Source: an optimization exercise on an open RTL-to-GDS flow (aim: small area, a short achievable clock period and few clock cycles per item). Production flows keep margins and buffers that such runs may drop. The RTL was checked by simulation tests, not by an equivalence proof against the original design. Power and IR drop assume default switching activity.

==> flow/design.v <==
package fkd_pkg;
  localparam int TIME_BITS_DEF = 32;
  localparam int NUM_KEYS      = 4;
  localparam int NOW_W         = 32;
  localparam int MS_W          = 16;
  localparam int CFG_IDX_W     = 2;
  localparam int EV_W          = 3;
  localparam logic [MS_W-1:0] DEBOUNCE_RST = 16'd30;
  localparam logic [MS_W-1:0] LONG_RST     = 16'd1200;
  localparam logic [CFG_IDX_W-1:0] CFG_DEBOUNCE = 2'd0;
  localparam logic [CFG_IDX_W-1:0] CFG_LONG     = 2'd1;
  localparam logic OP_TICK  = 1'b0;
  localparam logic OP_FETCH = 1'b1;
  typedef enum logic [EV_W-1:0] {
    EV_NONE       = 3'd0,
    EV_FUNC_SHORT = 3'd1,
    EV_FUNC_LONG  = 3'd2,
    EV_PLUS       = 3'd3,
    EV_MINUS      = 3'd4,
    EV_OK         = 3'd5
  } ev_t;
  typedef struct packed {
    logic stable_nxt;
    logic rise;
    logic fall;
  } lane_st_t;
  typedef struct packed {
    logic [EV_W-1:0]     event_code;
    logic [NUM_KEYS-1:0] stable_keys;
  } res_t;
endpackage
import fkd_pkg::*;
module fkd_lane #(
  parameter int TIME_BITS = fkd_pkg::TIME_BITS_DEF
) (
  input  logic                      clk,
  input  logic                      rst_n,
  input  logic                      tick,
  input  logic [TIME_BITS-1:0]      now,
  input  logic                      lvl,
  input  logic [15:0]               win_q,
  input  logic [15:0]               win_a,
  input  logic [15:0]               win_o,
  input  logic                      dh_zero,
  input  logic                      dh_plus1,
  input  logic                      dh_minus1,
  input  logic                      debounce_zero,
  output logic                      stable,
  output logic                      stable_nxt,
  output logic                      rise,
  output logic                      fall
);
  logic        last_r;
  logic        stable_r;
  logic [15:0] change_lo_r;
  logic        change_hb_r;
  logic        moved;
  logic        c_gt_now, win_ge1, win_ge2;
  logic        held_ok;
  logic        accept;
  assign moved = lvl ^ last_r;
  fkd_gt16 u_gt_now (.a(change_lo_r), .b(now[15:0]), .gt(c_gt_now));
  fkd_win16 u_win (
    .c   (change_lo_r),
    .q   (win_q),
    .a   (win_a),
    .o   (win_o),
    .ge1 (win_ge1),
    .ge2 (win_ge2)
  );
  logic hz_nb, hz_b;
  logic ok_nb, ok_b;
  logic pre, acc_moved;
  assign hz_nb   = change_hb_r ? dh_minus1 : dh_zero;
  assign hz_b    = change_hb_r ? dh_zero   : dh_plus1;
  assign ok_nb   = !(hz_nb && win_ge1);
  assign ok_b    = !(hz_b && win_ge2);
  assign held_ok = c_gt_now ? ok_b : ok_nb;
  assign pre       = tick && (lvl ^ stable_r);
  assign acc_moved = pre && debounce_zero;
  assign accept    = moved ? acc_moved : (pre && held_ok);
  assign stable     = stable_r;
  assign stable_nxt = stable_r ^ accept;
  assign rise       = accept && lvl;
  assign fall       = accept && !lvl;
  always_ff @(posedge clk) begin
    if (!rst_n) begin
      last_r   <= 1'b0;
      stable_r <= 1'b0;
    end else begin
      if (tick) last_r <= lvl;
      stable_r <= stable_nxt;
    end
  end
  always_ff @(posedge clk) begin
    if (tick && moved) change_lo_r <= now[15:0];
    if (tick)          change_hb_r <= !moved && c_gt_now;
  end
endmodule
module fkd_cout16 (
  input  logic [15:0] g,
  input  logic [15:0] p,
  output logic        c
);
  logic [7:0] g1, p1;
  logic [3:0] g2, p2;
  logic [1:0] g3, p3;
  for (genvar i = 0; i < 8; i++) begin : g_l1
    assign g1[i] = g[2*i+1] | (p[2*i+1] & g[2*i]);
    assign p1[i] = p[2*i+1] & p[2*i];
  end
  for (genvar i = 0; i < 4; i++) begin : g_l2
    assign g2[i] = g1[2*i+1] | (p1[2*i+1] & g1[2*i]);
    assign p2[i] = p1[2*i+1] & p1[2*i];
  end
  for (genvar i = 0; i < 2; i++) begin : g_l3
    assign g3[i] = g2[2*i+1] | (p2[2*i+1] & g2[2*i]);
    assign p3[i] = p2[2*i+1] & p2[2*i];
  end
  assign c = g3[1] | (p3[1] & g3[0]);
endmodule
module fkd_gt16 (
  input  logic [15:0] a,
  input  logic [15:0] b,
  output logic        gt
);
  fkd_cout16 u_c (.g(a & ~b), .p(a | ~b), .c(gt));
endmodule
module fkd_win16 (
  input  logic [15:0] c,
  input  logic [15:0] q,
  input  logic [15:0] a,
  input  logic [15:0] o,
  output logic        ge1,
  output logic        ge2
);
  logic [15:0] s, m;
  logic        co;
  assign s = c ^ q;           
  assign m = a | (c & o);     
  fkd_cout16 u_c (.g({s[15:1] & m[14:0], 1'b0}), .p({s[15:1] | m[14:0], 1'b0}), .c(co));
  assign ge1 = m[15] | co;
  assign ge2 = m[15] & co;
endmodule
module fkd_pm1_16 (
  input  logic [15:0] x,
  input  logic [15:0] y,
  output logic        zero,
  output logic        plus1,
  output logic        minus1
);
  logic [15:0] z, lo, hi;
  assign z      = x ^ y;
  assign lo     = ~x & y;
  assign hi     = x & ~y;
  assign zero   = !(|z);
  assign plus1  = z[0] && (z[15:1] == lo[14:0]);
  assign minus1 = z[0] && (z[15:1] == hi[14:0]);
endmodule
module fkd_held_ge (
  input  logic [31:0] now,
  input  logic [31:0] c,
  input  logic [15:0] win_q,
  input  logic [15:0] win_a,
  input  logic [15:0] win_o,
  output logic        ge
);
  logic c_gt_now, win_ge1, win_ge2, hi_eq, hi_eq1;
  fkd_gt16 u_gt_now (.a(c[15:0]), .b(now[15:0]), .gt(c_gt_now));
  fkd_win16 u_win (
    .c   (c[15:0]),
    .q   (win_q),
    .a   (win_a),
    .o   (win_o),
    .ge1 (win_ge1),
    .ge2 (win_ge2)
  );
  logic hi_m1_unused;
  fkd_pm1_16 u_hi (.x(now[31:16]), .y(c[31:16]), .zero(hi_eq), .plus1(hi_eq1), .minus1(hi_m1_unused));
  assign ge = c_gt_now ? !(hi_eq1 && win_ge2) : !(hi_eq && win_ge1);
endmodule
import fkd_pkg::*;
module fkd_merge #(
  parameter int TIME_BITS = fkd_pkg::TIME_BITS_DEF
) (
  input  logic                                      clk,
  input  logic                                      rst_n,
  input  logic                                      tick,
  input  logic                                      fetch,
  input  logic [TIME_BITS-1:0]                      now,
  input  logic [15:0]                               win_q,
  input  logic [15:0]                               win_a,
  input  logic [15:0]                               win_o,
  input  logic                                      long_zero,
  input  logic                                      lvl0,
  input  logic                                      stable0,
  input  logic [fkd_pkg::NUM_KEYS-1:0]              st_stable_nxt,
  input  logic [fkd_pkg::NUM_KEYS-1:0]              st_rise,
  input  logic [fkd_pkg::NUM_KEYS-1:0]              st_fall,
  output logic [fkd_pkg::EV_W-1:0]                  event_code
);
  logic [EV_W-1:0]      slot_r;
  logic [TIME_BITS-1:0] press_r;
  logic                 sent_r;
  logic                 press_ok;
  logic                 long_hit;
  logic                 slot_free;
  fkd_held_ge u_held (
    .now    (now),
    .c      (press_r),
    .win_q  (win_q),
    .win_a  (win_a),
    .win_o  (win_o),
    .ge     (press_ok)
  );
  assign long_hit  = st_rise[0] ? long_zero : (st_stable_nxt[0] && !sent_r && press_ok);
  assign slot_free = (slot_r == EV_NONE);
  assign event_code = fetch ? slot_r : EV_NONE;
  always_ff @(posedge clk) begin
    if (!rst_n) begin
      slot_r <= EV_NONE;
      sent_r <= 1'b0;
    end else if (fetch) begin
      slot_r <= EV_NONE;
    end else if (tick) begin
      if (st_rise[0]) sent_r <= 1'b0;
      if (slot_free) begin
        if (st_fall[0] && !sent_r) begin
          slot_r <= EV_FUNC_SHORT;
        end else if (long_hit) begin
          slot_r <= EV_FUNC_LONG;
          sent_r <= 1'b1;
        end else if (st_fall[1]) begin
          slot_r <= EV_PLUS;
        end else if (st_fall[2]) begin
          slot_r <= EV_MINUS;
        end else if (st_fall[3]) begin
          slot_r <= EV_OK;
        end
      end
    end
  end
  always_ff @(posedge clk) begin
    if (tick && lvl0 && !stable0) press_r <= now;
  end
endmodule
import fkd_pkg::*;
module four_key_debounce_long_press_events #(
  parameter int TIME_BITS = fkd_pkg::TIME_BITS_DEF
) (
  input  logic                         clk,
  input  logic                         rst_n,
  input  logic                         in_valid,
  output logic                         in_ready,
  input  logic                         in_operation,
  input  logic [fkd_pkg::NOW_W-1:0]    in_now_time,
  input  logic [fkd_pkg::NUM_KEYS-1:0] in_raw_pressed,
  output logic                         out_valid,
  input  logic                         out_ready,
  output logic [fkd_pkg::EV_W-1:0]     out_event_code,
  output logic [fkd_pkg::NUM_KEYS-1:0] out_stable_keys,
  input  logic                         cfg_valid,
  output logic                         cfg_ready,
  input  logic [fkd_pkg::CFG_IDX_W-1:0] cfg_index,
  input  logic [fkd_pkg::MS_W-1:0]     cfg_data
);
  localparam int RES_W = EV_W + NUM_KEYS;
  logic                 in_ready_r;
  logic                 accept;
  logic                 tick_q, fetch_q;
  logic [15:0]          now_hi_q, now_lo_nq;
  logic [TIME_BITS-1:0] now_q;
  assign now_q = {now_hi_q, ~now_lo_nq};
  logic [NUM_KEYS-1:0]  raw_q;
  logic                 deb_we_q, long_we_q;
  logic [MS_W-1:0]      cfg_data_q;
  assign cfg_ready = 1'b1;
  assign in_ready  = in_ready_r;
  assign accept    = in_valid && in_ready_r;
  always_ff @(posedge clk) begin
    if (!rst_n) begin
      tick_q    <= 1'b0;
      fetch_q   <= 1'b0;
      deb_we_q  <= 1'b0;
      long_we_q <= 1'b0;
    end else begin
      tick_q    <= accept && (in_operation == OP_TICK);
      fetch_q   <= accept && (in_operation == OP_FETCH);
      deb_we_q  <= cfg_valid && (cfg_index == CFG_DEBOUNCE);
      long_we_q <= cfg_valid && (cfg_index == CFG_LONG);
    end
  end
  always_ff @(posedge clk) begin
    now_hi_q   <= in_now_time[31:16];
    now_lo_nq  <= ~in_now_time[15:0];
    raw_q      <= in_raw_pressed;
    cfg_data_q <= cfg_data;
  end
  logic [MS_W-1:0] debounce_r, long_r;
  always_ff @(posedge clk) begin
    if (!rst_n) begin
      debounce_r <= DEBOUNCE_RST;
      long_r     <= LONG_RST;
    end else begin
      if (deb_we_q)  debounce_r <= cfg_data_q;
      if (long_we_q) long_r     <= cfg_data_q;
    end
  end
  logic [NUM_KEYS-1:0] st_rise, st_fall;
  logic [NUM_KEYS-1:0] stable_all;
  logic [NUM_KEYS-1:0] stable_cur;
  logic [EV_W-1:0]     code;
  logic                deb_zero, long_zero;
  logic [15:0] dq, da, do_, lq, la, lo;
  assign dq  = ~(debounce_r ^ now_q[15:0]);
  assign da  = debounce_r & ~now_q[15:0];
  assign do_ = debounce_r | ~now_q[15:0];
  assign lq  = ~(long_r ^ now_q[15:0]);
  assign la  = long_r & ~now_q[15:0];
  assign lo  = long_r | ~now_q[15:0];
  logic [15:0] t_hi_r;
  logic        dh_zero, dh_plus1, dh_minus1;
  always_ff @(posedge clk) begin
    if (tick_q) t_hi_r <= now_q[31:16];
  end
  fkd_pm1_16 u_dh (
    .x      (now_q[31:16]),
    .y      (t_hi_r),
    .zero   (dh_zero),
    .plus1  (dh_plus1),
    .minus1 (dh_minus1)
  );
  assign deb_zero  = (debounce_r == '0);
  assign long_zero = (long_r == '0);
  for (genvar k = 0; k < NUM_KEYS; k++) begin : g_lane
    fkd_lane #(.TIME_BITS(TIME_BITS)) u_lane (
      .clk           (clk),
      .rst_n         (rst_n),
      .tick          (tick_q),
      .now           (now_q),
      .lvl           (raw_q[k]),
      .win_q         (dq),
      .win_a         (da),
      .win_o         (do_),
      .dh_zero       (dh_zero),
      .dh_plus1      (dh_plus1),
      .dh_minus1     (dh_minus1),
      .debounce_zero (deb_zero),
      .stable        (stable_cur[k]),
      .stable_nxt    (stable_all[k]),
      .rise          (st_rise[k]),
      .fall          (st_fall[k])
    );
  end
  fkd_merge #(.TIME_BITS(TIME_BITS)) u_merge (
    .clk           (clk),
    .rst_n         (rst_n),
    .tick          (tick_q),
    .fetch         (fetch_q),
    .now           (now_q),
    .win_q         (lq),
    .win_a         (la),
    .win_o         (lo),
    .long_zero     (long_zero),
    .lvl0          (raw_q[0]),
    .stable0       (stable_cur[0]),
    .st_stable_nxt (stable_all),
    .st_rise       (st_rise),
    .st_fall       (st_fall),
    .event_code    (code)
  );
  logic [RES_W-1:0] res, q0_r, q1_r, q2_r;
  logic             v0_r, v1_r, v2_r;
  logic             wr, pop;
  logic             v0_n, v1_n, v2_n;
  assign res = {code, stable_all};
  assign wr  = tick_q || fetch_q;
  assign pop = v0_r && out_ready;
  always_comb begin
    if (pop && !wr) begin
      v0_n = v1_r; v1_n = v2_r; v2_n = 1'b0;
    end else if (!pop && wr) begin
      v0_n = 1'b1; v1_n = v0_r; v2_n = v1_r;
    end else begin
      v0_n = v0_r; v1_n = v1_r; v2_n = v2_r;
    end
  end
  always_ff @(posedge clk) begin
    if (!rst_n) begin
      v0_r       <= 1'b0;
      v1_r       <= 1'b0;
      v2_r       <= 1'b0;
      in_ready_r <= 1'b1;
    end else begin
      v0_r <= v0_n;
      v1_r <= v1_n;
      v2_r <= v2_n;
      in_ready_r <= !v1_n || (!v2_n && !accept);
    end
  end
  logic [2:0] ld_t, ld_f, sh_t, hd_t, hd_f;    
  logic [2:0] ld, sh, hd;
  assign ld_t = {v0_r || !v2_r, v0_r ? !v2_r : !v1_r, !v0_r || !v1_r};
  assign sh_t = {1'b0, v0_r && v2_r, v0_r && v1_r};
  assign hd_t = {!v0_r && v2_r, !v0_r && v1_r, 1'b0};
  assign ld_f = {!v2_r, !v1_r, !v0_r};
  assign hd_f = {v2_r, v1_r, v0_r};
  assign ld = out_ready ? ld_t : ld_f;
  assign sh = out_ready ? sh_t : 3'b000;
  assign hd = out_ready ? hd_t : hd_f;
  always_ff @(posedge clk) begin
    q0_r <= ({RES_W{ld[0]}} & res) | ({RES_W{sh[0]}} & q1_r) | ({RES_W{hd[0]}} & q0_r);
    q1_r <= ({RES_W{ld[1]}} & res) | ({RES_W{sh[1]}} & q2_r) | ({RES_W{hd[1]}} & q1_r);
    q2_r <= ({RES_W{ld[2]}} & res) | ({RES_W{hd[2]}} & q2_r);
  end
  logic ov_r;
  always_ff @(posedge clk) begin
    if (!rst_n) ov_r <= 1'b0;
    else        ov_r <= v0_n;
  end
  assign out_valid       = ov_r;
  assign out_event_code  = q0_r[RES_W-1 -: EV_W];
  assign out_stable_keys = q0_r[NUM_KEYS-1:0];
endmodule
==> flow/flow/run.sh <==
#!/bin/bash
# Own layout flow: the standard flow (standard synthesis unchanged), with
# timing repair aimed below the clock period, strong output port buffers and
# small input port buffers. Each tool's output goes to the logs under orfs/.
set -euo pipefail
here=$(pwd)
export SETUP_SLACK_MARGIN=${SETUP_SLACK_MARGIN:-9.45}
export BUFFER_PORTS_ARGS="-buffer_cell sky130_fd_sc_hd__buf_4"
export PRE_RESIZE_TCL=$here/flow/ports.tcl
bash standard.sh > std_flow.log 2>&1
==> flow/flow/ports.tcl <==
# Sourced before the placement resize step: the input ports keep their own
# buffer, but the smallest one; timing repair upsizes any that need it.
foreach inst [get_cells input*] {
  if { [get_property [get_lib_cells -of_objects $inst] name] == "sky130_fd_sc_hd__buf_4" } {
    replace_cell $inst sky130_fd_sc_hd__buf_1
  }
}
==> flow/standard.sh <==
#!/bin/bash
# synth_recipe.tcl (not shown) runs the flow's synth.tcl, then flattens the netlist and writes it again
# the make line also repeats each setting of config.mk as NAME=value (left out here)
make -C /OpenROAD-flow-scripts/flow DESIGN_CONFIG=/design/flow/config.mk WORK_HOME=/design/flow/orfs CLKGATE_MAP_FILE= SYNTH_SCRIPT=/design/flow/synth_recipe.tcl "${@:-finish}"
==> flow/config.mk <==
export PLATFORM = sky130hd
export DESIGN_NAME = four_key_debounce_long_press_events
export DESIGN_NICKNAME = four_key_debounce_long_press_events
export VERILOG_FILES = /design/flow/design.v
export SDC_FILE = /design/flow/constraint.sdc
export NUM_CORES = 4
export LEC_CHECK = 0
export CAP_MARGIN = 20
export CORE_MARGIN = 2
export CORE_UTILIZATION = 55
export CTS_BUF_LIST = sky130_fd_sc_hd__clkbuf_16
export CTS_CLUSTER_DIAMETER = 100
export CTS_CLUSTER_SIZE = 30
export SLEW_MARGIN = 20
==> flow/constraint.sdc <==
create_clock -name core_clock -period 13.0 [get_ports {clk}]
set_input_delay 2.6000 -clock core_clock [delete_from_list [all_inputs] [get_ports {clk}]]
set_output_delay 2.6000 -clock core_clock [all_outputs]
set_load 0.01 [all_outputs]
==> results of run 1 <==
registers in the layout, indices dropped and copies added, names as in the netlist, 3 cells and up:
name                       cells
debounce_r                    16
g_lane.u_lane.change_lo_r     64
q0_r                           7
now_lo_nq                     16
now_hi_q                      16
u_merge.press_r               32
g_lane.u_lane.change_hb_r      4
q1_r                           7
long_r                        16
q2_r                           7
cfg_data_q                    16
g_lane.u_lane.stable_r         4
g_lane.u_lane.last_r           4
raw_q                          4
u_merge.slot_r                 3
t_hi_r                        16
final cells by class:
| class | count | area (um2) | share of cell area |
|---|---|---|---|
| Timing Repair Buffer | 124 | 757 | 0.0507 |
| Clock inverter | 6 | 38.8 | 0.00260 |
| Sequential cell | 241 | 6060 | 0.406 |
| Inverter | 171 | 682 | 0.0457 |
| Multi-Input combinational cell | 814 | 6650 | 0.445 |
| Tap cell | 319 | 399 | 0.0267 |
| Clock buffer | 14 | 350 | 0.0235 |
per-stage QoR:
stage	power, mW	setup slack [ps]	instances	hold slack [ps]
after floorplan	0.997	9460	1260	426
after global placement	1.07	8900	1617	439
after detailed placement	1.06	8690	1617	447
after CTS	1.52	9430	1654	473
after global routing	1.58	9420	1689	506
final	1.52	9450	1689	466
power by group:
part	internal (mW)	switching, mW
logic	0.0946	0.129
registers	0.818	0.0284
clock network	0.199	0.248
total	1.11	0.405
Yosys cell counts, types with 9 or more instances:
| cell | count |
|---|---|
| o21ai_0 | 48 |
| o211ai_1 | 15 |
| inv_1 | 169 |
| clkbuf_1 | 19 |
| buf_2 | 9 |
| xnor2_1 | 26 |
| nand4_1 | 16 |
| maj3_1 | 17 |
| a211oi_1 | 15 |
| fa_1 | 75 |
| nand2b_1 | 12 |
| nand3_1 | 13 |
| ha_1 | 47 |
| xor2_1 | 27 |
| and2_1 | 11 |
| o22ai_1 | 34 |
| nor2b_1 | 10 |
| mux2i_1 | 35 |
| edfxtp_1 | 116 |
| a21oi_1 | 53 |
| nand2_1 | 59 |
| a31oi_1 | 22 |
| nor3_1 | 22 |
| nor2_1 | 91 |
| a22oi_1 | 30 |
| nor4_1 | 20 |
| dfxtp_1 | 125 |
final timing paths:
| check | from | slack (ps) | depth (start not counted) | end |
|---|---|---|---|---|
| setup / recovery | q0_r[2]$_DFF_P_ | 9450 | 1 | out_stable_keys[2] |
| hold / removal | q2_r[5]$_DFF_P_ | 470 | 2 | q2_r[5]$_DFF_P_ |
| setup reg to reg | debounce_r[11]$_SDFFE_PN0P_ | 9560 | 9 | u_merge.slot_r[1]$_SDFFE_PP0P_ |
| hold reg to reg | q2_r[5]$_DFF_P_ | 470 | 2 | q2_r[5]$_DFF_P_ |
cells by family after synthesis:
group,count (synthesis),share of synthesized area
other,1,0.000282
adders and majority gates,139,0.170
and+or+nand+nor,291,0.109
DFF,241,0.451
muxes,36,0.0272
buffers and inverters,205,0.0599
AOI/OAI and AO/OA,294,0.148
xor gates and xnor gates,53,0.0350
metal layers:
layer  routed length, um  up-vias  track usage
met4                 871        0       0.0698
met1               14700     4814        0.369
met2               16600      307        0.458
met3                1860       56       0.0336
li1                    -     4686            -
met5                   0        -            0
what timing repair did:
action                     in CTS  in global routing
setup endpoints to repair      30                 24
buffers inserted               17                 35
pin swaps                       1                  8
hold endpoints to repair        0                  0
resized for setup              59                 37
==> qor.csv, run 1 <==
stage,metric,value,unit
global_route,overflow,0,
finish,finalNetCount,1546,
yosys,synth_nets,1442,
placement,numPortBuffers,68,
power_and_ir_drop,power.density,102,nW/um2
route,via_per_inst,5.84,
yosys,synthArstFlopShare,0,
finish,final_util,0.632,
power_and_ir_drop,vdd_drop_max,0.000126,V
yosys,synth_edf_count,116,
sta,min_period,3550,ps
clock_tree,cts_hold_buf,0,
global_route,grt_pass1_vias,9727,
floorplanning,die_h,159,um
sta,tightest_slew,1140,ps
yosys,synth-seq-cells,241,
sta,slew_headroom,0.242,
run,drv_cap,0,
setup_path,cp.arrival,950,ps
setup_path,startpoint_type,flop,
sta,tns,0,ps
run_status,status,"complete, no violations",
yosys,ys.warnings.count,3,
route,wl,34000,um
sta,drv_slew,0,
finish,syn_to_final_growth,12.4,%
clock_tree,clock-sinks,241,
finish,diodes,0,
clock_tree,clk_latency,490,ps
sta,fmax,282,MHz
yosys,ys_seq_area_frac,0.451,
setup_path,critical_path_class,reg2out,
sta,rsz0062_at_grt,true,
setup_path,crit_chain,buf_6,
sta,finalHoldViolCount,0,
finish,n_fill_cell,1945,
floorplanning,start_util,0.562,
sta,finalCritPeriodShare,0.273,
finish,design_area,14900,um2
route,wire_per_inst,20.1,um
global_route,grt_pass1_wl,53800,um
route,drc,0,
yosys,synthTopCellsByArea,"edfxtp_1 (26%), dfxtp_1 (19%), fa_1 (11%)",
setup_path,cp-end-kind,primary output,
setup_path,slowest_stage,dfxtp_2,
floorplanning,die_w,159,um
clock_tree,clk_pin_slew,110,ps
finish,layout_common_cells,"inv_1 (160), edfxtp_1 (116), dfxtp_1 (97)",
floorplanning,floorplan.rows,56,
yosys,syn_area_per_cell,10.5,um2
floorplanning,io_pins,70,
placement,place_area,13900,um2
yosys,netlist.area_leader.share,0.262,
power_and_ir_drop,leakage,5.76,nW
placement,dp_hpwl,25800,um
placement,place_congestion,0.908,
finish,layout_commonest_cell,inv_1,
setup_path,required,10400,ps
clock_tree,htree_levels,1,
clock_tree,clockBufferDepth,3,
sta,clock_skew,10.3,ps
clock_tree,cts_root_buf,clkbuf_16,
route,drtAntennaViolNets,0,
yosys,synthesis.area,13300,um2
yosys,ys_types,77,
global_route,antenna_found_initial,0,
finish,layout-drive-gt1-share,0.116,
clock_tree,cts_buffers,12,
route,drt_iter0_drc,796,
yosys,synth_top_flop_cell,dfxtp_1,
setup_path,cp_top_family,flip-flops,
route,vias,9863,
floorplanning,dieArea,25400,um2
sta,finalSetupViolCount,0,
setup_path,worst-path-buf-inv,1,
yosys,postSynthCellCount,1260,
global_route,grt_start_max_net_pins,39,
hold_path,min_path_type,reg2reg,
route,firstDrtPassIters,7,
global_route,grt.total_usage,0.270,
yosys,synth_largest_area_cell,edfxtp_1,
setup_path,crit_fanout,2,
floorplanning,core,23600,um2
clock_tree,cts_tree,yes,
setup_path,cp_slowest_stage_delay,350,ps
Testbench counts, summed over its fixed seeds: cycles 32,016, items 32,000.
==> run 2: changes to the inputs <==
--- a/flow/flow/run.sh
+++ b/flow/flow/run.sh
@@ -5,5 +5,5 @@
 set -euo pipefail
 here=$(pwd)
-export SETUP_SLACK_MARGIN=${SETUP_SLACK_MARGIN:-9.45}
+export SETUP_SLACK_MARGIN=${SETUP_SLACK_MARGIN:-9.2}
 export BUFFER_PORTS_ARGS="-buffer_cell sky130_fd_sc_hd__buf_4"
 export PRE_RESIZE_TCL=$here/flow/ports.tcl
==> qor.csv, run 2 <==
stage,metric,value,unit,change
run_status,status,"complete, no violations",,
placement,numPlacedInstances,1617,,unchanged
yosys,synthesis.area,13300,um2,unchanged
global_route,grt_pass1_wl,52400,um,-2.6%
power_and_ir_drop,power.density,103,nW/um2,+1.0%
yosys,ys.warnings.count,3,,unchanged
clock_tree,cts_root_buf,clkbuf_16,,
run,drv_cap,0,,unchanged
sta,tightest_slew,1120,ps,-13.8 ps
setup_path,worst-path-buf-inv,1,,unchanged
clock_tree,cts_tree,yes,,
setup_path,cp_top_family,flip-flops,,
sta,setup_ws,9340,ps,-117 ps
sta,whs,465,ps,-1.37 ps
hold_path,min_path_type,reg2reg,,
setup_path,crit_fanout,6,,+4
floorplanning,die_w,159,um,unchanged
yosys,synth_nets,1442,,unchanged
setup_path,critical_path_class,reg2out,,
route,vias,9664,,-2.0%
finish,fin_cells,1659,,-1.8%
floorplanning,floorplan.rows,56,,unchanged
sta,rsz0062_at_grt,true,,
clock_tree,clock-sinks,241,,unchanged
finish,reg_top3,"g_lane.u_lane.change_lo_r: 64 flops, u_merge.press_r: 32 flops",,
route,drc,0,,unchanged
placement,dp_hpwl,25700,um,-0.56%
yosys,synth_edf_count,116,,unchanged
setup_path,cp.arrival,1060,ps,+110 ps
finish,layout-drive-gt1-share,0.0702,,-0.0459
finish,syn_to_final_growth,9.09,%,
yosys,netlist.area_leader.share,0.262,,unchanged
finish,n_fill_cell,2054,,+5.6%
sta,drv_slew,0,,unchanged
route,wl,33500,um,-1.7%
route,drt_iter0_drc,848,,+6.5%
placement,numPortBuffers,68,,unchanged
sta,min_period,3660,ps,+117 ps
global_route,grt.total_usage,0.263,,-0.00609
placement,place_ws,8910,ps,+220 ps
finish,multi_input_area,6540,um2,-1.6%
route,via_per_inst,5.83,,-0.25%
clock_tree,clk_pin_slew,110,ps,about the same
finish,layout_common_cells,"inv_1 (164), edfxtp_1 (116), dfxtp_1 (111)",,
clock_tree,htree_levels,1,,unchanged
setup_path,required,10400,ps,about the same
yosys,synth_top_flop_cell,dfxtp_1,,
sta,finalHoldViolCount,0,,unchanged
sta,finalSetupViolCount,0,,unchanged
finish,largest-register,g_lane.u_lane.change_lo_r,,
power_and_ir_drop,vdd_drop_max,0.000141,V,+12%
floorplanning,core,23600,um2,unchanged
yosys,postSynthCellCount,1260,,unchanged
global_route,overflow,0,,unchanged
sta,clock_skew,21.1,ps,+10.8 ps
finish,finalNetCount,1516,,-1.9%
route,firstDrtPassIters,6,,-1
sta,fmax,273,MHz,-3.2%
floorplanning,io_pins,70,,unchanged
clock_tree,cts_hold_buf,0,,unchanged
power_and_ir_drop,leakage,5.59,nW,-3.1%
setup_path,cp-end-kind,primary output,,
floorplanning,dieArea,25400,um2,unchanged
yosys,syn_area_per_cell,10.5,um2,unchanged
yosys,synth-seq-cells,241,,unchanged
global_route,grt_pass1_vias,9566,,-1.7%
finish,ff_latch_area,6030,um2,-0.50%
clock_tree,cts_buffers,12,,unchanged
setup_path,startpoint_type,flop,,
clock_tree,clk_latency,490,ps,about the same
floorplanning,die_h,159,um,unchanged
clock_tree,clockBufferDepth,3,,unchanged
route,wire_per_inst,20.2,um,about the same
route,drtAntennaViolNets,0,,unchanged
yosys,synth_largest_area_cell,edfxtp_1,,
yosys,synth_most_common_cell,inv_1,,
finish,final_util,0.614,,-0.0187
yosys,ys_types,77,,unchanged
yosys,ys_seq_area_frac,0.451,,unchanged
yosys,synthTopCellsByArea,"edfxtp_1 (26%), dfxtp_1 (19%), fa_1 (11%)",,
floorplanning,start_util,0.562,,unchanged
setup_path,reg2reg_slack,9360,ps,-200 ps
finish,largest_register_ffs,64,,unchanged
yosys,ys_top_cells_by_count,"inv_1 (169), dfxtp_1 (125), edfxtp_1 (116), nor2_1 (91), fa_1 (75)",,
placement,place_congestion,0.916,,+0.81%
setup_path,crit_chain,buf_4,,
setup_path,cp_slowest_stage_delay,430,ps,+80 ps
finish,layout_commonest_cell,inv_1,,
global_route,antenna_found_initial,1,,+1
yosys,synthArstFlopShare,0,,unchanged
sta,slew_headroom,0.251,,+0.00918
global_route,grt_start_max_net_pins,40,,+2.6%
setup_path,slowest_stage,dfxtp_1,,
sta,finalCritPeriodShare,0.282,,+0.00896
sta,tns,0,ps,unchanged
[run 2: cell counts after synthesis]
No cell type changed its count.
[run 2: tightest hold or removal path, cell delays in order (launching register included)]
cell and delay [ps]:
dfxtp_1 340, nand2_1 50, o21ai_0 50
[run 2: area by class of cell]
class	instances	share of cell area
Clock buffer	13	0.0225
Multi-Input combinational cell	814	0.452
Clock inverter	6	0.00294
Timing Repair Buffer	94	0.0333
Tap cell	319	0.0276
Inverter	171	0.0461
Sequential cell	241	0.416
Antenna cell	1	0.000173
[run 2: path summary, 6_finish.rpt]
check                                  start                     endpoint  cells after the start
setup / recovery           v0_r$_SDFFE_PN0P_                    out_valid                      1
hold / removal               q2_r[4]$_DFF_P_              q2_r[4]$_DFF_P_                      2
setup reg to reg  debounce_r[2]$_SDFFE_PN1P_  u_merge.sent_r$_SDFFE_PN0P_                     12
hold reg to reg              q2_r[4]$_DFF_P_              q2_r[4]$_DFF_P_                      2
[run 2: where the power goes]
| group | internal [mW] | switching, mW | total, mW |
|---|---|---|---|
| clock | 0.188 | 0.245 | 0.433 |
| combinational | 0.0854 | 0.118 | 0.204 |
| sequential | 0.818 | 0.0325 | 0.851 |
| total | 1.09 | 0.396 | 1.49 |
[run 2: through the flow]
step / instance area (um2) / power [mW]
3_5_place_dp: 13900 / 1.06
6_report: 14500 / 1.49
2_1_floorplan: 13300 / 0.997
5_1_grt: 14500 / 1.56
4_1_cts: 14300 / 1.49
3_3_place_gp: 14100 / 1.07
[run 2: cell families after synthesis]
logic type	after synthesis	synth area share
xor+xnor	53	0.0350
compound gates	294	0.148
simple gates	291	0.109
fa+ha+maj	139	0.170
flops	241	0.451
other cells	1	0.000282
mux	36	0.0272
buf+inv	205	0.0599
[run 2: timing repair]
| action | in CTS | in global routing |
|---|---|---|
| setup endpoints to repair | 15 | 19 |
| resized for setup | 16 | 23 |
| buffers inserted | 4 | 18 |
[run 2: per-layer routing]
metal / part of all wire / GRT usage
met1: 0.43 / 0.349
met2: 0.48 / 0.445
met3: 0.055 / 0.0409
met4: 0.035 / 0.0868
met5: 0 / 0
==> run 3: changes to the inputs <==
--- a/flow/flow/run.sh
+++ b/flow/flow/run.sh
@@ -5,5 +5,5 @@
 set -euo pipefail
 here=$(pwd)
-export SETUP_SLACK_MARGIN=${SETUP_SLACK_MARGIN:-9.2}
+export SETUP_SLACK_MARGIN=${SETUP_SLACK_MARGIN:-9.35}
 export BUFFER_PORTS_ARGS="-buffer_cell sky130_fd_sc_hd__buf_4"
 export PRE_RESIZE_TCL=$here/flow/ports.tcl
==> qor.csv, run 3 <==
stage,metric,value,unit,change
hold_path,min_path_cells,2,,unchanged
global_route,grt.total_usage,0.265,,+0.00123
yosys,synthTopCellsByArea,"edfxtp_1 (26%), dfxtp_1 (19%), fa_1 (11%)",,
setup_path,critical_path_class,reg2out,,
setup_path,startpoint_type,flop,,
setup_path,reg2reg_depth,11,,-1
yosys,ys_seq_area_frac,0.451,,unchanged
finish,final_util,0.618,,+0.00461
placement,dp_hpwl,25700,um,unchanged
placement,numPortBuffers,68,,unchanged
global_route,overflow,0,,unchanged
clock_tree,clk_pin_slew,110,ps,about the same
route,wire_per_inst,20.2,um,+0.25%
setup_path,worst-path-buf-inv,1,,unchanged
yosys,synth_most_common_cell,inv_1,,
finish,finalNetCount,1520,,+0.26%
yosys,netlist.area_leader.share,0.262,,unchanged
setup_path,crit_chain,buf_4,,
clock_tree,htree_levels,1,,unchanged
floorplanning,floorplan.rows,56,,unchanged
yosys,ys.warnings.count,3,,unchanged
finish,layout_commonest_cell,inv_1,,
yosys,ys_top_cells_by_count,"inv_1 (169), dfxtp_1 (125), edfxtp_1 (116), nor2_1 (91), fa_1 (75)",,
finish,layout_common_cells,"inv_1 (161), edfxtp_1 (116), dfxtp_1 (108)",,
clock_tree,clock-sinks,241,,unchanged
sta,tns,0,ps,unchanged
route,drc,0,,unchanged
placement,place_area,13900,um2,unchanged
global_route,grt_start_max_net_pins,40,,unchanged
floorplanning,dieArea,25400,um2,unchanged
sta,finalCritPeriodShare,0.276,,-0.00567
setup_path,cp_top_family,flip-flops,,
floorplanning,die_w,159,um,unchanged
yosys,synth_largest_area_cell,edfxtp_1,,
yosys,synthArstFlopShare,0,,unchanged
power_and_ir_drop,vdd_drop_max,0.000142,V,+0.62%
power_and_ir_drop,clkPwrFrac,0.290,,about the same
finish,largest-register,g_lane.u_lane.change_lo_r,,
power_and_ir_drop,switching_share,0.267,,+0.000686
yosys,synth_top_flop_cell,dfxtp_1,,
clock_tree,clockBufferDepth,3,,unchanged
route,drt_iter0_drc,806,,-5.0%
route,firstDrtPassIters,6,,unchanged
setup_path,slowest_stage,dfxtp_2,,
yosys,ys_types,77,,unchanged
power_and_ir_drop,report.power.total,1.49,mW,+0.26%
route,drtAntennaViolNets,0,,unchanged
hold_path,min_path_type,reg2reg,,
yosys,postSynthCellCount,1260,,unchanged
floorplanning,die_h,159,um,unchanged
setup_path,cp_slowest_stage_delay,380,ps,-50 ps
finish,design_area,14600,um2,+0.75%
power_and_ir_drop,p_sw,398,uW,+0.52%
route,wl,33600,um,+0.49%
setup_path,cp.depth,1,,unchanged
power_and_ir_drop,internal_power,1.09,mW,+0.16%
route,via_per_inst,5.86,,+0.57%
clock_tree,cts_tree,yes,,
placement,place_congestion,0.916,,unchanged
sta,slew_headroom,0.263,,+0.0120
floorplanning,io_pins,70,,unchanged
sta,rsz0062_at_grt,false,,
yosys,syn_area_per_cell,10.5,um2,unchanged
global_route,antenna_found_initial,1,,unchanged
global_route,grt_pass1_wl,52600,um,+0.41%
finish,largest_register_ffs,64,,unchanged
setup_path,crit_fanout,6,,unchanged
sta,tightest_slew,1110,ps,-18.0 ps
run_status,status,"complete, no violations",,
global_route,grt_pass1_vias,9617,,+0.53%
sta,finalHoldViolCount,0,,unchanged
clock_tree,clk_latency,490,ps,about the same
yosys,synth-seq-cells,241,,unchanged
sta,clock_skew,24.1,ps,+2.98 ps
setup_path,cp-end-kind,primary output,,
finish,reg_top3,"g_lane.u_lane.change_lo_r: 64 flops, u_merge.press_r: 32 flops",,
run,drv_cap,0,,unchanged
power_and_ir_drop,power.density,102,nW/um2,-0.49%
finish,layout-drive-gt1-share,0.0819,,+0.0117
sta,min_period,3590,ps,-73.8 ps
power_and_ir_drop,comb_power_share,0.140,,+0.003
finish,syn_to_final_growth,9.91,%,
setup_path,cp.arrival,990,ps,-70 ps
sta,drv_slew,0,,unchanged
setup_path,required,10400,ps,about the same
clock_tree,cts_buffers,12,,unchanged
floorplanning,start_util,0.562,,unchanged
route,vias,9743,,+0.82%
yosys,synth_nets,1442,,unchanged
power_and_ir_drop,seq_power_share,0.570,,-0.002
sta,fmax,279,MHz,+2.1%
yosys,synthesis.area,13300,um2,unchanged
sta,finalSetupViolCount,0,,unchanged
power_and_ir_drop,leakage,5.62,nW,+0.60%
clock_tree,cts_root_buf,clkbuf_16,,
yosys,synth_edf_count,116,,unchanged
floorplanning,core,23600,um2,unchanged
run 3: cell counts after synthesis:
Identical to the previous run, type by type.
run 3: final timing paths:
kind                         from                              to  slack [ps]
max             v0_r$_SDFFE_PN0P_                       out_valid        9410
min               q2_r[4]$_DFF_P_                 q2_r[4]$_DFF_P_         460
max reg2reg  now_lo_nq[6]$_DFF_P_  u_merge.slot_r[1]$_SDFFE_PP0P_        9410
min reg2reg       q2_r[4]$_DFF_P_                 q2_r[4]$_DFF_P_         460
run 3: what timing repair did:
| action | in CTS | in global routing |
|---|---|---|
| buffers inserted | 8 | 18 |
| setup endpoints to repair | 20 | 17 |
| resized for setup | 29 | 29 |
| hold buffers | 0 | 0 |
| pin swaps | 0 | 1 |
run 3: power by group through the flow:
stage          combinational (mW)  clock (mW)  sequential [mW]
6_report                    0.209       0.433            0.849
2_1_floorplan               0.145           0            0.852
4_1_cts                     0.200       0.446            0.851
5_1_grt                     0.232       0.474            0.854
3_5_place_dp                0.194           0            0.867
3_3_place_gp                0.199           0            0.867
run 3: layout make-up:
cell class	count	area, um2
Sequential cell	241	6040
Timing Repair Buffer	98	528
Tap cell	319	399
Clock buffer	13	325
Inverter	171	678
Multi-Input combinational cell	814	6580
Antenna cell	1	2.50
Clock inverter	6	42.5
Fill cell	2034	9020
run 3: cells by family after synthesis:
| logic type | after synthesis | share of synthesized area |
|---|---|---|
| XOR/XNOR | 53 | 0.0350 |
| other | 1 | 0.000282 |
| multiplexers | 36 | 0.0272 |
| flip-flops | 241 | 0.451 |
| AO/OA/AOI/OAI | 294 | 0.148 |
| adder cells (fa/ha/maj) | 139 | 0.170 |
| buffers and inverters | 205 | 0.0599 |
| AND/OR/NAND/NOR | 291 | 0.109 |
run 3: stage by stage:
step                      worst slack [ps]  hold slack (ps)  cells
after global placement                8950              435   1617
after floorplan                       9440              426   1260
after CTS                             9360              470   1644
after detailed placement              8910              445   1617
final                                 9410              464   1663
after global routing                  9320              487   1662
run 3: per-layer routing:
metal  up-vias  global-route usage  part of all wire
li1       4636                   -                 -
met1      4736               0.351              0.42
met2       299               0.444              0.48
met3        72              0.0419             0.058
met4         0              0.0921             0.034
met5         -                   0                 0
==> run 4: changes to the inputs <==
--- a/flow/design.v
+++ b/flow/design.v
@@ -53,4 +53,5 @@
   logic        last_r;
   logic        stable_r;
+  logic [15:0] change_lo_nr;   
   logic [15:0] change_lo_r;
   logic        change_hb_r;
@@ -60,4 +61,5 @@
   logic        accept;
   assign moved = lvl ^ last_r;
+  assign change_lo_r = ~change_lo_nr;
   fkd_gt16 u_gt_now (.a(change_lo_r), .b(now[15:0]), .gt(c_gt_now));
   fkd_win16 u_win (
@@ -94,5 +96,5 @@
   end
   always_ff @(posedge clk) begin
-    if (tick && moved) change_lo_r <= now[15:0];
+    if (tick && moved) change_lo_nr <= ~now[15:0];
     if (tick)          change_hb_r <= !moved && c_gt_now;
   end
@@ -201,5 +203,7 @@
 );
   logic [EV_W-1:0]      slot_r;
+  logic [TIME_BITS-1:0] press_nr;   
   logic [TIME_BITS-1:0] press_r;
+  assign press_r = {press_nr[31:16], ~press_nr[15:0]};
   logic                 sent_r;
   logic                 press_ok;
@@ -242,5 +246,5 @@
   end
   always_ff @(posedge clk) begin
-    if (tick && lvl0 && !stable0) press_r <= now;
+    if (tick && lvl0 && !stable0) press_nr <= {now[31:16], ~now[15:0]};
   end
 endmodule
@@ -269,7 +273,7 @@
   logic                 accept;
   logic                 tick_q, fetch_q;
-  logic [15:0]          now_hi_q, now_lo_nq;
+  logic [15:0]          now_hi_q, now_lo_q;
   logic [TIME_BITS-1:0] now_q;
-  assign now_q = {now_hi_q, ~now_lo_nq};
+  assign now_q = {now_hi_q, now_lo_q};
   logic [NUM_KEYS-1:0]  raw_q;
   logic                 deb_we_q, long_we_q;
@@ -293,5 +297,5 @@
   always_ff @(posedge clk) begin
     now_hi_q   <= in_now_time[31:16];
-    now_lo_nq  <= ~in_now_time[15:0];
+    now_lo_q   <= in_now_time[15:0];
     raw_q      <= in_raw_pressed;
     cfg_data_q <= cfg_data;
--- a/flow/flow/run.sh
+++ b/flow/flow/run.sh
@@ -5,5 +5,5 @@
 set -euo pipefail
 here=$(pwd)
-export SETUP_SLACK_MARGIN=${SETUP_SLACK_MARGIN:-9.35}
+export SETUP_SLACK_MARGIN=${SETUP_SLACK_MARGIN:-9.3}
 export BUFFER_PORTS_ARGS="-buffer_cell sky130_fd_sc_hd__buf_4"
 export PRE_RESIZE_TCL=$here/flow/ports.tcl
==> qor.csv, run 4 <==
stage,metric,value,unit,change
sta,finalHoldViolCount,0,,unchanged
setup_path,cp_slowest_stage_delay,370,ps,about the same
clock_tree,clockBufferDepth,3,,unchanged
clock_tree,clk_pin_slew,120,ps,about the same
finish,layout_commonest_cell,inv_1,,
floorplanning,die_w,158,um,-0.62%
global_route,grt_pass1_vias,9226,,-4.1%
yosys,synth-compound-area-share,0.144,,-0.00400
setup_path,startpoint_type,flop,,
yosys,postSynthCellCount,1208,,-4.1%
placement,numPlacedInstances,1570,,-2.9%
setup_path,required,10400,ps,about the same
yosys,synth-xor-area-share,0.0367,,+0.00179
power_and_ir_drop,power.density,104,nW/um2,+1.8%
yosys,netlist.area_leader.share,0.266,,+0.00341
yosys,synth_most_common_cell,inv_1,,
sta,drv_slew,0,,unchanged
route,wire_per_inst,20.1,um,-0.49%
floorplanning,die_h,158,um,-0.62%
setup_path,critical_path_class,reg2out,,
placement,place_ws,8670,ps,-241 ps
sta,tightest_slew,1040,ps,-63.3 ps
setup_path,cp_top_family,flip-flops,,
route,drc,0,,unchanged
hold_path,min_path_type,reg2reg,,
finish,largest_register_ffs,64,,unchanged
yosys,synthArstFlopShare,0,,unchanged
sta,finalCritPeriodShare,0.277,,+0.00106
power_and_ir_drop,report.power.total,1.49,mW,about the same
yosys,ys_top_cells_by_count,"inv_1 (142), dfxtp_1 (125), edfxtp_1 (116), nor2_1 (83), fa_1 (75)",,
finish,final_util,0.612,,-0.00605
sta,setup_ws,9400,ps,-13.8 ps
setup_path,crit_chain,buf_4,,
sta,clock_skew,39.0,ps,+14.9 ps
yosys,synth_simple_gate_area_frac,0.108,,-0.000691
clock_tree,cts_hold_buf,0,,unchanged
power_and_ir_drop,vdd_drop_max,0.000111,V,-22%
setup_path,crit_fanout,2,,-4
floorplanning,floorplan.rows,56,,unchanged
finish,fin_cells,1608,,-3.3%
yosys,syn_area_per_cell,10.9,um2,+3.0%
finish,largest-register,g_lane.u_lane.change_lo_nr,,
sta,rsz0062_at_grt,false,,
global_route,grt_pass1_wl,50000,um,-4.9%
clock_tree,cts_buffers,12,,unchanged
route,drtAntennaViolNets,0,,unchanged
placement,numPortBuffers,68,,unchanged
sta,finalSetupViolCount,0,,unchanged
route,vias,9316,,-4.4%
floorplanning,io_pins,70,,unchanged
clock_tree,cts_tree,yes,,
setup_path,slowest_stage,dfxtp_1,,
placement,place_congestion,0.919,,+0.39%
yosys,synth_mux_area_frac,0.0260,,-0.00127
yosys,synth_top_flop_cell,dfxtp_1,,
global_route,grt_start_max_net_pins,39,,-2.5%
sta,tns,0,ps,unchanged
yosys,synth_largest_area_cell,edfxtp_1,,
clock_tree,clk_latency,500,ps,about the same
route,firstDrtPassIters,6,,unchanged
finish,reg_top3,"g_lane.u_lane.change_lo_nr: 64 flops, u_merge.press_nr: 32 flops",,
yosys,ys_seq_area_frac,0.457,,+0.00585
placement,dp_hpwl,25100,um,-2.2%
global_route,antenna_found_initial,0,,-1
global_route,overflow,0,,unchanged
yosys,ys_types,84,,+9.1%
clock_tree,cts_root_buf,clkbuf_16,,
route,wl,32300,um,-3.8%
floorplanning,core,23400,um2,-0.89%
yosys,synthesis.area,13100,um2,-1.3%
yosys,synth_top_family_by_area,adder cells,,
setup_path,cp-end-kind,primary output,,
sta,whs,466,ps,+1.45 ps
floorplanning,start_util,0.560,,-0.00222
yosys,synth_nets,1390,,-3.6%
route,via_per_inst,5.79,,-1.1%
power_and_ir_drop,leakage,5.41,nW,-3.8%
run_status,status,"complete, no violations",,
global_route,grt.total_usage,0.263,,-0.00218
sta,fmax,278,MHz,-0.38%
setup_path,cp.arrival,1000,ps,about the same
sta,min_period,3600,ps,+13.8 ps
finish,layout_common_cells,"inv_1 (140), edfxtp_1 (116), dfxtp_1 (107)",,
route,drt_iter0_drc,733,,-9.1%
floorplanning,dieArea,25100,um2,-1.2%
finish,design_area,14300,um2,-1.9%
yosys,synth-seq-cells,241,,unchanged
setup_path,worst-path-buf-inv,1,,unchanged
clock_tree,htree_levels,1,,unchanged
clock_tree,clock-sinks,241,,unchanged
sta,slew_headroom,0.299,,+0.0358
run,drv_cap,0,,unchanged
finish,finalNetCount,1465,,-3.6%
finish,syn_to_final_growth,9.27,%,
yosys,ys.warnings.count,3,,unchanged
yosys,synth_edf_count,116,,unchanged
finish,layout-drive-gt1-share,0.0776,,-0.00433
yosys,synthTopCellsByArea,"edfxtp_1 (27%), dfxtp_1 (19%), fa_1 (11%)",,
placement,place_area,13700,um2,-1.1%
finish,diodes,0,,-1
yosys,synth_fa_ha_area_frac,0.176,,+0.00622
## run 4: changes by cell type after synthesis, moves of 5 or more
cell       delta
nor2_1        -8
inv_1        -27
o21ai_1       -6
a222oi_1      +7
o21ai_0       +9
a31oi_1      -15
xnor2_1       +6
nand2_1       +7
nand3_1       +7
a211oi_1      -6
o2111ai_1     +5
o22ai_1       -9
a21oi_1      -12
## run 4: worst paths after layout
check             slack [ps]                        from                           to  cells after the start
setup / recovery        9400             q0_r[3]$_DFF_P_           out_stable_keys[3]                      1
setup reg to reg        9400  debounce_r[2]$_SDFFE_PN1P_  u_merge.sent_r$_SDFFE_PN0P_                     12
hold / removal           470             q2_r[6]$_DFF_P_              q2_r[6]$_DFF_P_                      2
hold reg to reg          470             q2_r[6]$_DFF_P_              q2_r[6]$_DFF_P_                      2
## run 4: report_power, final
| group | switching [mW] | internal [mW] | total [mW] |
|---|---|---|---|
| clock | 0.253 | 0.190 | 0.442 |
| combinational | 0.113 | 0.0840 | 0.197 |
| sequential | 0.0317 | 0.819 | 0.850 |
| total | 0.398 | 1.09 | 1.49 |
## run 4: logic make-up after synthesis
logic type	after synthesis
xor gates and xnor gates	55
DFF	241
other	1
buffers and inverters	175
muxes	34
adders and majority gates	144
AOI/OAI and AO/OA	269
and+or+nand+nor	289
## run 4: timing repair
item,4_1_cts,5_1_grt
setup endpoints to repair,16,20
resized for setup,18,28
pin swaps,0,2
buffers inserted,8,10
## run 4: final cells by class
| class | count | area [um2] |
|---|---|---|
| Multi-Input combinational cell | 792 | 6490 |
| Clock buffer | 13 | 325 |
| Timing Repair Buffer | 92 | 470 |
| Tap cell | 319 | 399 |
| Inverter | 144 | 566 |
| Clock inverter | 7 | 50.0 |
| Fill cell | 2026 | 9080 |
| Sequential cell | 241 | 6030 |
## run 4: layer usage
layer | track usage | vias to the layer above | routed length, um
met4 | 0.0849 | 0 | 1000
li1 | - | 4477 | -
met1 | 0.346 | 4552 | 14300
met5 | 0 | - | 0
met2 | 0.445 | 240 | 15500
met3 | 0.0427 | 47 | 1550
## run 4: worst register-to-register path, cell delays in order (launching register included)
cell and delay, ps:
dfxtp_1 410, inv_1 190, fa_1 600, a21oi_1 70, o21ai_0 70, o221ai_1 150, a22oi_1 200, nor2_1 110
o21ai_0 540, a221oi_2 200, or3_4 430, a2111oi_1 360, o221a_1 230
Testbench counts of run 4, summed over its fixed seeds: cycles 32,016, items 32,000.
==> run 5: changes to the inputs <==
--- a/flow/flow/run.sh
+++ b/flow/flow/run.sh
@@ -5,5 +5,5 @@
 set -euo pipefail
 here=$(pwd)
-export SETUP_SLACK_MARGIN=${SETUP_SLACK_MARGIN:-9.3}
+export SETUP_SLACK_MARGIN=${SETUP_SLACK_MARGIN:-9.4}
 export BUFFER_PORTS_ARGS="-buffer_cell sky130_fd_sc_hd__buf_4"
 export PRE_RESIZE_TCL=$here/flow/ports.tcl
==> qor.csv, run 5 <==
stage,metric,value,unit,change
setup_path,reg2reg_depth,12,,unchanged
placement,place_area,13700,um2,unchanged
yosys,postSynthCellCount,1208,,unchanged
power_and_ir_drop,leakage,5.42,nW,+0.18%
sta,min_period,3570,ps,-31.9 ps
finish,layout_commonest_cell,inv_1,,
global_route,busiest_layer,met2,,
clock_tree,htree_levels,1,,unchanged
yosys,ys.warnings.count,3,,unchanged
setup_path,startpoint_type,flop,,
yosys,synth_edf_count,116,,unchanged
yosys,ys_seq_area_frac,0.457,,unchanged
setup_path,cp-end-kind,primary output,,
finish,design_area,14400,um2,+0.44%
yosys,netlist.area_leader.share,0.266,,unchanged
sta,finalSetupViolCount,0,,unchanged
setup_path,cp.arrival,970,ps,-30 ps
global_route,antenna_found_initial,0,,unchanged
clock_tree,clk_pin_slew,110,ps,about the same
setup_path,cp.depth,1,,unchanged
placement,place_congestion,0.919,,unchanged
global_route,grt_use_met1,0.348,,+0.00227
finish,largest-register,g_lane.u_lane.change_lo_nr,,
yosys,synthTopCellsByArea,"edfxtp_1 (27%), dfxtp_1 (19%), fa_1 (11%)",,
route,firstDrtPassIters,7,,+1
power_and_ir_drop,report.power.total,1.49,mW,+0.24%
floorplanning,die_w,158,um,unchanged
finish,layout-drive-gt1-share,0.0862,,+0.00860
sta,finalHoldViolCount,0,,unchanged
setup_path,crit_chain,buf_4,,
route,drtAntennaViolNets,0,,unchanged
setup_path,crit_fanout,2,,unchanged
yosys,synth_most_common_cell,inv_1,,
placement,numPortBuffers,68,,unchanged
run_status,status,"complete, no violations",,
clock_tree,cts_buffers,12,,unchanged
clock_tree,clk_latency,500,ps,about the same
setup_path,cp_slowest_stage_delay,340,ps,-30 ps
setup_path,slowest_stage,dfxtp_2,,
sta,rsz0062_at_grt,true,,
sta,tightest_slew,1040,ps,+1.91 ps
global_route,overflow,0,,unchanged
finish,reg_top3,"g_lane.u_lane.change_lo_nr: 64 flops, u_merge.press_nr: 32 flops",,
global_route,grt_pass1_wl,50200,um,+0.32%
yosys,syn_area_per_cell,10.9,um2,unchanged
yosys,synthArstFlopShare,0,,unchanged
floorplanning,die_h,158,um,unchanged
setup_path,worst-path-buf-inv,1,,unchanged
floorplanning,io_pins,70,,unchanged
finish,syn_to_final_growth,9.75,%,
power_and_ir_drop,vdd_drop_max,0.000112,V,+1.5%
yosys,ys_types,84,,unchanged
clock_tree,clockBufferDepth,3,,unchanged
sta,fmax,280,MHz,+0.89%
yosys,synth_nets,1390,,unchanged
clock_tree,cts_root_buf,clkbuf_16,,
global_route,grt.total_usage,0.263,,+0.000872
floorplanning,dieArea,25100,um2,unchanged
floorplanning,core,23400,um2,unchanged
clock_tree,cts_tree,yes,,
route,drt_iter0_drc,724,,-1.2%
sta,tns,0,ps,unchanged
setup_path,required,10400,ps,about the same
setup_path,cp_top_family,flip-flops,,
floorplanning,floorplan.rows,56,,unchanged
finish,largest_register_ffs,64,,unchanged
route,wire_per_inst,20.2,um,+0.31%
yosys,ys_top_cells_by_count,"inv_1 (142), dfxtp_1 (125), edfxtp_1 (116), nor2_1 (83), fa_1 (75)",,
sta,slew_headroom,0.297,,-0.00128
route,vias,9295,,-0.23%
yosys,synth_largest_area_cell,edfxtp_1,,
route,drc,0,,unchanged
hold_path,min_path_type,reg2reg,,
floorplanning,start_util,0.560,,unchanged
finish,diodes,0,,unchanged
yosys,synth_top_flop_cell,dfxtp_1,,
setup_path,critical_path_class,reg2out,,
route,wl,32400,um,+0.24%
route,via_per_inst,5.78,,-0.16%
run,drv_cap,0,,unchanged
yosys,synthesis.area,13100,um2,unchanged
clock_tree,clock-sinks,241,,unchanged
yosys,synth-seq-cells,241,,unchanged
sta,clock_skew,38.3,ps,-0.641 ps
global_route,grt_pass1_vias,9239,,+0.14%
sta,whs,466,ps,+0.808 ps
global_route,use_met3,0.0416,,-0.00109
global_route,use_met2,0.448,,+0.00269
sta,drv_slew,0,,unchanged
finish,layout_common_cells,"inv_1 (140), edfxtp_1 (116), dfxtp_1 (100)",,
clock_tree,cts_hold_buf,0,,unchanged
placement,dp_hpwl,25100,um,unchanged
power_and_ir_drop,power.density,104,nW/um2,-0.19%
global_route,grt_start_max_net_pins,39,,unchanged
finish,finalNetCount,1464,,-0.068%
sta,finalCritPeriodShare,0.275,,-0.00245
hold_path,min_path_cells,2,,unchanged
run 5: timing repair:
action                     4_1_cts  5_1_grt
setup endpoints to repair       19       26
resized for setup               31       40
pin swaps                        0        6
setup buffers                   12        5
run 5: layout make-up:
class                   instances  area, um2
clock buffers                  13        325
clock inverters                 7       50.0
fillers                      2014       9020
inverters                     144        566
multi-input cells             792       6520
flip-flops and latches        241       6040
well taps                     319        399
repair buffers                 91        482
run 5: kinds of logic (layout without fill, tap and decap cells):
| logic type | after synthesis | in the layout | share of synthesized area |
|---|---|---|---|
| multiplexers | 34 | 34 | 0.0260 |
| buffers and inverters | 175 | 255 | 0.0520 |
| AO/OA/AOI/OAI | 269 | 269 | 0.144 |
| flip-flops | 241 | 241 | 0.457 |
| XOR/XNOR | 55 | 55 | 0.0367 |
| adder cells (fa/ha/maj) | 144 | 144 | 0.176 |
| other | 1 | 1 | 0.000286 |
| AND/OR/NAND/NOR | 289 | 289 | 0.108 |
run 5: metrics by stage:
| stage | utilization | std cells | setup WS (ps) |
|---|---|---|---|
| after floorplan | - | 1208 | 9480 |
| after global placement | 0.595 | 1570 | 9000 |
| after detailed placement | 0.585 | 1570 | 8670 |
| after CTS | 0.608 | 1602 | 9380 |
| after global routing | 0.615 | 1607 | 9390 |
| final | 0.615 | 1607 | 9430 |
run 5: final timing paths:
path,from,endpoint,slack (ps)
worst max register to register,debounce_r[6]$_SDFFE_PN0P_,u_merge.slot_r[0]$_SDFFE_PP0P_,9580
worst max-delay path,q0_r[1]$_DFF_P_,out_stable_keys[1],9430
worst min register to register,q2_r[6]$_DFF_P_,q2_r[6]$_DFF_P_,470
worst min-delay path,q2_r[6]$_DFF_P_,q2_r[6]$_DFF_P_,470
run 5: power breakdown:
group | switching [mW] | leakage, nW | internal, mW | total [mW]
clock | 0.254 | 0.202 | 0.190 | 0.443
sequential | 0.0314 | 2.10 | 0.819 | 0.850
combinational | 0.115 | 3.12 | 0.0853 | 0.201
total | 0.400 | 5.42 | 1.09 | 1.49
run 5: routing by layer:
layer | wire, um | vias up | part of all wire
met5 | 0 | - | 0
met4 | 1030 | 0 | 0.032
met3 | 1400 | 48 | 0.043
met2 | 15600 | 217 | 0.48
met1 | 14400 | 4560 | 0.44
li1 | - | 4470 | -

## port drivers added, routing unchanged
How much do the figures lean on ideal ports? The routed layouts below were timed once more, with nothing changed but the port constraints. Step 1: set_driving_cell puts a clkbuf_16 on clk and a buf_2 on each other input, an assumption about the parent block. Step 2 times the ports against the registers' clock, not the clock port: input delays grow and output delays shrink by t, the midpoint of the rising clock arrivals with the driver on. Three values: no drivers, after step 1, after step 2; two values: the first two.
run	t, ns	setup WS [ns]	hold slack, ns	pins driven straight from the clock port
run 1	0.531	9.455 / 9.408 / 9.000	0.466 / 0.466 / 0.466	1
run 2	0.524	9.338 / 9.294 / 9.057	0.465 / 0.465 / 0.465	1
run 3	0.524	9.412 / 9.367 / 9.178	0.464 / 0.464 / 0.464	1
run 4	0.532	9.398 / 9.351 / 9.019	0.466 / 0.466 / 0.466	1
run 5	0.532	9.430 / 9.383 / 9.028	0.466 / 0.466 / 0.466	1
After both steps setup and hold are still met in every run listed. For run 1, which loses most, drivers alone change the setup slack by -0.047 ns; drivers and shift together by -0.455 ns.
